What follows belongs to an exercise in optimizing a design on an open flow for small area; a production flow would make more cautious choices.
Only simulation tests tie the RTL to the original design; equivalence was not proved.
No activity file was given, so power comes from the tool's default toggle rates.

==> flow/design.v (excerpt) <==
module pa_rf_scoreboard #(
    parameter int DATA_W = 32,
    parameter int ADDR_W = 5,
    parameter int NREGS  = 32
) (
    input  logic              clk,
    input  logic              rst_n,
    input  logic              issue_valid,
    output logic              issue_ready,
    input  logic [ADDR_W-1:0] issue_rs,
    input  logic [ADDR_W-1:0] issue_rt,
    input  logic [ADDR_W-1:0] issue_rd,
    input  logic              issue_wen,
    output logic              op_valid,
    output logic [DATA_W-1:0] rs_data,
    output logic [DATA_W-1:0] rt_data,
    output logic [ADDR_W-1:0] op_rd,
    input  logic              wb_valid,
    input  logic [ADDR_W-1:0] wb_rd,
    input  logic [DATA_W-1:0] wb_data,
    output logic [ADDR_W:0]   pending_cnt,
    output logic              wb_err
);
For scale: roughly 2700 cells after synthesis, roughly 140 I/O pins, roughly 46000 µm² of cells after synthesis.
clock: 6.0 ns
lec_check: 0
cap_margin: 20
core_margin: 2
core_utilization: 55
cts_buf_list: sky130_fd_sc_hd__clkbuf_16
cts_cluster_diameter: 80
cts_cluster_size: 30
slew_margin: 20
synth_hierarchical: 1
synth_minimum_keep_size: 0
standard.sh (not shown) runs the stock make flow with config.mk's settings and CLKGATE_MAP_FILE= SYNTH_SCRIPT=/design/flow/synth_recipe.tcl, a recipe that flattens the netlist after the stock synthesis.
==> flow/flow/run.sh <==
#!/bin/bash
# Layout flow: the standard ORFS flow (standard.sh, synthesis unchanged)
# with two settings passed to ORFS through its environment:
#  - port buffers use buf_2 instead of the default delay buffer;
#  - CTS without dummy loads, clkbuf_16 clusters of up to 30 sinks.
# ORFS's output goes to standard.log in this folder.
set -euo pipefail
export BUFFER_PORTS_ARGS="-buffer_cell sky130_fd_sc_hd__buf_2"
export CTS_ARGS="-sink_clustering_enable -repair_clock_nets -buf_list sky130_fd_sc_hd__clkbuf_16 -sink_clustering_size 30 -sink_clustering_max_diameter 80 -dont_use_dummy_load"
bash standard.sh > standard.log 2>&1
The first run passed the timing, design-rule and antenna checks.
Rerun with:
- CORE_UTILIZATION: 55 -> 50
Register-to-register slack improves by 90 ps.
Routed wire length climbs by 4.0%.
Total power goes up by 0.76%.
Combinational power rises by about 4%.
Core utilization went down by 4.8 points.
Rerun with:
==> flow/run.sh (new file) <==
#!/bin/bash
# synth_recipe.tcl (not shown) runs the flow's synth.tcl, then flattens the netlist and writes it again
# the make line also repeats each setting of config.mk as NAME=value (left out here)
make -C /OpenROAD-flow-scripts/flow DESIGN_CONFIG=/design/flow/config.mk WORK_HOME=/design/flow/orfs CLKGATE_MAP_FILE= SYNTH_SCRIPT=/design/flow/synth_recipe.tcl finish
- CORE_UTILIZATION: 50 -> 55
removed: flow/flow/run.sh
removed: flow/standard.sh
What happened: The changed run passed the timing, design-rule and antenna checks. Register-to-register slack is better by 160 ps. Count of clock-buffer cells in the layout drops by 2. Routed wire length drops by 2.0%. Via count climbs by 1.0%. Cell count climbs by 0.46%. Total power climbs by 3.1%.
Rerun with:
==> flow/flow/run.sh (new file) <==
#!/bin/bash
# Layout flow: the standard ORFS flow (standard.sh, synthesis unchanged)
# with two settings passed to ORFS through its environment:
#  - port buffers use buf_1 instead of the default delay buffer;
#  - CTS without dummy loads, clkbuf_16 clusters of up to 30 sinks.
# ORFS's output goes to standard.log in this folder.
set -euo pipefail
export BUFFER_PORTS_ARGS="-buffer_cell sky130_fd_sc_hd__buf_1"
export CTS_ARGS="-sink_clustering_enable -repair_clock_nets -buf_list sky130_fd_sc_hd__clkbuf_16 -sink_clustering_size 30 -sink_clustering_max_diameter 80 -dont_use_dummy_load"
bash standard.sh > standard.log 2>&1
==> flow/standard.sh (new file) <==
#!/bin/bash
# synth_recipe.tcl (not shown) runs the flow's synth.tcl, then flattens the netlist and writes it again
# the make line also repeats each setting of config.mk as NAME=value (left out here)
make -C /OpenROAD-flow-scripts/flow DESIGN_CONFIG=/design/flow/config.mk WORK_HOME=/design/flow/orfs CLKGATE_MAP_FILE= SYNTH_SCRIPT=/design/flow/synth_recipe.tcl "${@:-finish}"
- CAP_MARGIN: 20 -> 10
- CORE_UTILIZATION: 55 -> 58
- SLEW_MARGIN: 20 -> 10
removed: flow/run.sh
Result: Non-clock buffer count came out lower by 90; clock skew grows by 59 ps; total power falls by 4.1%; setup slack improves by 280 ps.
Rerun with:
==> flow/flow/run.sh (replaced) <==
#!/bin/bash
# Layout flow: the standard ORFS flow (standard.sh, synthesis unchanged)
# with two settings passed to ORFS through its environment:
#  - port buffers use buf_2 instead of the default delay buffer;
#  - CTS without dummy loads, clkbuf_16 clusters of up to 30 sinks.
# ORFS's output goes to standard.log in this folder.
set -euo pipefail
export BUFFER_PORTS_ARGS="-buffer_cell sky130_fd_sc_hd__buf_2"
export CTS_ARGS="-sink_clustering_enable -repair_clock_nets -buf_list sky130_fd_sc_hd__clkbuf_16 -sink_clustering_size 30 -sink_clustering_max_diameter 80 -dont_use_dummy_load"
bash standard.sh > standard.log 2>&1
- CORE_UTILIZATION: 58 -> 55
Result: Fmax went up by 1.5%; via count went down by 2.6%; final area barely changes; die area went up by 5.4%; count of clock-buffer cells in the layout went up by 1; routed wire length hardly moves; total power went up by 0.52%; setup slack gains 80 ps; area after synthesis stays the same.

---

Setup of rev 12:
The RTL this note starts from:
==> flow/design.v <==
`default_nettype none
package pa_pipe_pkg;
    localparam int DATA_W = 32;
    localparam int ADDR_W = 5;
    typedef logic [ADDR_W-1:0] reg_idx_t;
    typedef logic [DATA_W-1:0] word_t;
    localparam reg_idx_t REG_ZERO = '0;
endpackage
`default_nettype wire
`default_nettype none
module pa_rf_aoi3 (
    input  logic [2:0] s,
    input  logic [2:0] d,
    output logic       y
);
    assign y = ~|(s & d);
endmodule
module pa_rf_ao22 (
    input  logic [1:0] s,
    input  logic [1:0] d,
    output logic       y
);
    assign y = |(s & d);
endmodule
module pa_rf_dec #(
    parameter bit HAS_EN = 1'b0
) (
    input  logic        en,
    input  logic [4:0]  a,
    output logic [31:1] y
);
    logic [3:0] w_lo;
    logic [7:0] w_hi;
    for (genvar k = 0; k < 4; k++) begin : g_lo
        assign w_lo[k] = (HAS_EN ? en : 1'b1) & (a[1:0] == 2'(k));
    end
    for (genvar k = 0; k < 8; k++) begin : g_hi
        assign w_hi[k] = (a[4:2] == 3'(k));
    end
    for (genvar i = 1; i < 32; i++) begin : g_y
        assign y[i] = w_lo[i % 4] & w_hi[i / 4];
    end
endmodule
module pa_rf_cnt_step #(
    parameter int W = 6
) (
    input  logic [W-1:0] cnt,
    input  logic         clr,
    output logic [W-1:0] up,
    output logic [W-1:0] dn
);
    assign up = clr ? cnt : cnt + W'(1);
    assign dn = clr ? cnt - W'(1) : cnt;
endmodule
module pa_regfile_array #(
    parameter int NTERMS = 32
) (
    input  logic [NTERMS-1:0] sel,
    input  logic [NTERMS-1:0] data,
    output logic              y
);
    localparam int N3 = NTERMS / 3;
    localparam int NL = NTERMS % 3;
    logic [N3-1:0] w_g_n;
    for (genvar g = 0; g < N3; g++) begin : g_grp
        pa_rf_aoi3 u_aoi (
            .s (sel[3*g +: 3]),
            .d (data[3*g +: 3]),
            .y (w_g_n[g])
        );
    end
    if (NL == 0) begin : g_even
        assign y = ~&w_g_n;
    end else begin : g_left
        assign y = ~&w_g_n | |(sel[NTERMS-1 -: NL] & data[NTERMS-1 -: NL]);
    end
endmodule
`default_nettype wire
`default_nettype none
module pa_rf_scoreboard #(
    parameter int DATA_W = 32,
    parameter int ADDR_W = 5,
    parameter int NREGS  = 32
) (
    input  logic              clk,
    input  logic              rst_n,
    input  logic              issue_valid,
    output logic              issue_ready,
    input  logic [ADDR_W-1:0] issue_rs,
    input  logic [ADDR_W-1:0] issue_rt,
    input  logic [ADDR_W-1:0] issue_rd,
    input  logic              issue_wen,
    output logic              op_valid,
    output logic [DATA_W-1:0] rs_data,
    output logic [DATA_W-1:0] rt_data,
    output logic [ADDR_W-1:0] op_rd,
    input  logic              wb_valid,
    input  logic [ADDR_W-1:0] wb_rd,
    input  logic [DATA_W-1:0] wb_data,
    output logic [ADDR_W:0]   pending_cnt,
    output logic              wb_err
);
    localparam int NTERMS = NREGS;        
    logic [DATA_W-1:0] r_regs [NREGS];
    logic [NREGS-1:1]  r_valid;
    logic [NREGS-1:1]  r_busy;
    logic [NREGS-1:1]  w_wsel_lo;         
    logic [NREGS-1:1]  w_wsel_hi;         
    logic [NREGS-1:1]  w_wsel_l;          
    logic [NREGS-1:1]  w_dec_a, w_dec_b, w_dec_d;
    logic [NREGS-1:1]  w_rd_ok;           
    logic [NTERMS-1:0] w_sel_a, w_sel_b;
    logic              w_wb_act;
    logic              w_byp_a, w_byp_b, w_byp_d;
    logic              w_lk_a, w_lk_b, w_lk_d, w_busy_w;
    logic              w_accept;
    logic              w_hold;
    logic              w_set_en;
    logic [DATA_W-1:0] w_rd_a, w_rd_b;
    logic [DATA_W-1:0] w_rs_nxt, w_rt_nxt;
    logic [ADDR_W:0]   w_cnt_up, w_cnt_dn, w_cnt_nxt;
    logic              r_op_valid;
    logic [DATA_W-1:0] r_rs_data;
    logic [DATA_W-1:0] r_rt_data;
    logic [ADDR_W-1:0] r_op_rd;
    logic [ADDR_W:0]   r_pending_cnt;
    logic              r_wb_err;
    pa_rf_dec #(.HAS_EN(1'b1)) u_dec_wl (.en(wb_valid), .a(wb_rd),   .y(w_wsel_lo));
    pa_rf_dec #(.HAS_EN(1'b1)) u_dec_wh (.en(wb_valid), .a(wb_rd),   .y(w_wsel_hi));
    pa_rf_dec #(.HAS_EN(1'b1)) u_dec_l (.en(wb_valid), .a(wb_rd),    .y(w_wsel_l));
    pa_rf_dec #(.HAS_EN(1'b0)) u_dec_a (.en(1'b1),     .a(issue_rs), .y(w_dec_a));
    pa_rf_dec #(.HAS_EN(1'b0)) u_dec_b (.en(1'b1),     .a(issue_rt), .y(w_dec_b));
    pa_rf_dec #(.HAS_EN(1'b0)) u_dec_d (.en(1'b1),     .a(issue_rd), .y(w_dec_d));
    assign w_wb_act = wb_valid & (wb_rd != '0);
    pa_regfile_array #(.NTERMS(NREGS-1)) u_bz_a (.sel(w_dec_a), .data(r_busy), .y(w_lk_a));
    pa_regfile_array #(.NTERMS(NREGS-1)) u_bz_b (.sel(w_dec_b), .data(r_busy), .y(w_lk_b));
    pa_regfile_array #(.NTERMS(NREGS-1)) u_bz_d (.sel(w_dec_d), .data(r_busy), .y(w_lk_d));
    assign w_byp_a  = w_wb_act & (wb_rd == issue_rs);
    assign w_byp_b  = w_wb_act & (wb_rd == issue_rt);
    assign w_byp_d  = w_wb_act & (wb_rd == issue_rd);
    assign w_busy_w = |(w_wsel_l & r_busy);
    assign issue_ready = ~(w_lk_a & ~w_byp_a) & ~(w_lk_b & ~w_byp_b)
                       & ~(issue_wen & w_lk_d & ~w_byp_d);
    assign w_accept    = issue_valid & issue_ready;
    assign w_hold      = ~w_accept;
    assign w_set_en    = w_accept & issue_wen & (issue_rd != '0);
    always_ff @(posedge clk or negedge rst_n) begin
        if (!rst_n) begin
            r_valid <= '0;
        end else begin
            r_valid <= r_valid | w_wsel_l;
        end
    end
    for (genvar i = 1; i < NREGS; i++) begin : g_word
        always_ff @(posedge clk) begin
            if (w_wsel_lo[i]) begin
                r_regs[i][DATA_W/2-1:0] <= wb_data[DATA_W/2-1:0];
            end
        end
        always_ff @(posedge clk) begin
            if (w_wsel_hi[i]) begin
                r_regs[i][DATA_W-1:DATA_W/2] <= wb_data[DATA_W-1:DATA_W/2];
            end
        end
    end
    assign w_rd_ok = r_valid & ~w_wsel_l;
    assign w_sel_a = {w_dec_a & w_rd_ok, w_byp_a};
    assign w_sel_b = {w_dec_b & w_rd_ok, w_byp_b};
    for (genvar j = 0; j < DATA_W; j++) begin : g_bit
        logic [NTERMS-1:0] w_col;
        assign w_col[0] = wb_data[j];
        for (genvar i = 1; i < NREGS; i++) begin : g_reg
            assign w_col[i] = r_regs[i][j];
        end
        pa_regfile_array #(.NTERMS(NTERMS)) u_rd_a (.sel(w_sel_a), .data(w_col), .y(w_rd_a[j]));
        pa_regfile_array #(.NTERMS(NTERMS)) u_rd_b (.sel(w_sel_b), .data(w_col), .y(w_rd_b[j]));
        pa_rf_ao22 u_hold_a (.s({w_accept, w_hold}), .d({w_rd_a[j], r_rs_data[j]}), .y(w_rs_nxt[j]));
        pa_rf_ao22 u_hold_b (.s({w_accept, w_hold}), .d({w_rd_b[j], r_rt_data[j]}), .y(w_rt_nxt[j]));
    end
    pa_rf_cnt_step #(.W(ADDR_W+1)) u_cnt (
        .cnt (r_pending_cnt),
        .clr (w_busy_w),
        .up  (w_cnt_up),
        .dn  (w_cnt_dn)
    );
    for (genvar k = 0; k <= ADDR_W; k++) begin : g_cnt
        pa_rf_ao22 u_cnt_sel (.s({w_set_en, ~w_set_en}), .d({w_cnt_up[k], w_cnt_dn[k]}), .y(w_cnt_nxt[k]));
    end
    always_ff @(posedge clk or negedge rst_n) begin
        if (!rst_n) begin
            r_busy        <= '0;
            r_pending_cnt <= '0;
            r_wb_err      <= 1'b0;
        end else begin
            r_busy        <= (r_busy & ~w_wsel_l) | ({(NREGS-1){w_set_en}} & w_dec_d);
            r_pending_cnt <= w_cnt_nxt;
            if (w_wb_act && !w_busy_w) begin
                r_wb_err <= 1'b1;
            end
        end
    end
    always_ff @(posedge clk or negedge rst_n) begin
        if (!rst_n) begin
            r_op_valid <= 1'b0;
            r_rs_data  <= '0;
            r_rt_data  <= '0;
            r_op_rd    <= '0;
        end else begin
            r_op_valid <= w_accept;
            r_rs_data  <= w_rs_nxt;
            r_rt_data  <= w_rt_nxt;
            if (w_accept) begin
                r_op_rd <= issue_rd;
            end
        end
    end
    assign op_valid    = r_op_valid;
    assign rs_data     = r_rs_data;
    assign rt_data     = r_rt_data;
    assign op_rd       = r_op_rd;
    assign pending_cnt = r_pending_cnt;
    assign wb_err      = r_wb_err;
endmodule
`default_nettype wire
==> flow/config.mk <==
export PLATFORM = sky130hd
export DESIGN_NAME = pa_rf_scoreboard
export DESIGN_NICKNAME = pa_rf_scoreboard
export VERILOG_FILES = /design/flow/design.v
export SDC_FILE = /design/flow/constraint.sdc
export NUM_CORES = 4
export LEC_CHECK = 0
export CAP_MARGIN = 20
export CORE_MARGIN = 2
export CORE_UTILIZATION = 60
export CTS_BUF_LIST = sky130_fd_sc_hd__clkbuf_16
export CTS_CLUSTER_DIAMETER = 80
export CTS_CLUSTER_SIZE = 30
export SLEW_MARGIN = 20
export SYNTH_HIERARCHICAL = 1
export SYNTH_MINIMUM_KEEP_SIZE = 0
==> flow/constraint.sdc <==
create_clock -name core_clock -period 6.0 [get_ports {clk}]
set_input_delay 1.2000 -clock core_clock [delete_from_list [all_inputs] [get_ports {clk}]]
set_output_delay 1.2000 -clock core_clock [all_outputs]
set_load 0.01 [all_outputs]
==> flow/flow/run.sh <==
#!/bin/bash
# Layout flow: the standard ORFS flow (standard.sh, synthesis unchanged)
# with two settings passed to ORFS through its environment:
#  - port buffers use buf_2 instead of the default delay buffer;
#  - CTS without dummy loads, clkbuf_16 clusters of up to 30 sinks.
# ORFS's output goes to standard.log in this folder.
set -euo pipefail
export BUFFER_PORTS_ARGS="-buffer_cell sky130_fd_sc_hd__buf_2"
export CTS_ARGS="-sink_clustering_enable -repair_clock_nets -buf_list sky130_fd_sc_hd__clkbuf_16 -sink_clustering_size 30 -sink_clustering_max_diameter 80 -dont_use_dummy_load"
bash standard.sh > standard.log 2>&1
Rev 12 completed every stage of the flow, and the final layout passed the timing, design-rule and antenna checks.
What rev 13 does differently from rev 12 at the input level:
- swapping 60 for 65 in CORE_UTILIZATION
- putting GPL_TIMING_DRIVEN at 0 where nothing was set
Results
Power is higher on rev 12
Summary: area of all placed cells without fillers, rev 13 worse than rev 12
The TritonCTS sink count was comparable across rev 13 and rev 12.
Delta (rev 13 minus rev 12): worst-case hold slack went up by 0.0084 ns; global-route total usage across every layer moved up.
When the final numbers for rev 13 and rev 12 were put side by side, the first-pass GRT wire length turned out to be smaller in rev 13.
Taking rev 12 as the reference point, the relative contribution of combinational cells to total power of rev 13 rises by 0.7 points.

==> re-timing with driven ports <==
How much do the figures lean on ideal ports? The routed layouts below were timed once more, with nothing changed but the port constraints. Step 1 assumes that a clkbuf_16 drives the clock port and a buf_2 every other input. Step 2 adds t to the input delays and takes it off the output delays; t is the mean of the earliest and latest rising clock arrival at the registers after step 1. Input paths then give back, and output paths get back, about the clock's delay inside the block. Three values: ideal, step 1, step 2; two values: the first two.
run | t, ns | setup slack, ns | hold WS [ns] | slew at the worst register clock pin (ns) | pins driven straight from the clock port
the first run of note 1 | 0.701 | 0.725 / 0.699 / 0.699 | 0.473 / 0.473 / 0.473 | 0.12 / 0.12 | 1
the second run of note 1 | 0.718 | 0.760 / 0.729 / 0.696 | 0.476 / 0.463 / 0.476 | 0.12 / 0.12 | 1
the third run of note 1 | 0.715 | 0.429 / 0.393 / 0.233 | 0.448 / 0.418 / 0.483 | 0.12 / 0.12 | 1
the fourth run of note 1 | 0.692 | 0.712 / 0.687 / 0.474 | 0.483 / 0.483 / 0.483 | 0.12 / 0.12 | 1
the fifth run of note 1 | 0.699 | 0.792 / 0.766 / 0.766 | 0.479 / 0.479 / 0.479 | 0.11 / 0.11 | 1
rev 12 | 0.700 | 0.526 / 0.502 / 0.502 | 0.471 / 0.439 / 0.480 | 0.12 / 0.12 | 1
rev 13 | 0.703 | 0.206 / 0.171 / 0.084 | 0.479 / 0.479 / 0.479 | 0.11 / 0.11 | 1
After both steps setup and hold are still met in every run listed. For the fourth run of note 1, which loses most, drivers alone change the setup slack by -0.025 ns; drivers and shift together by -0.238 ns.
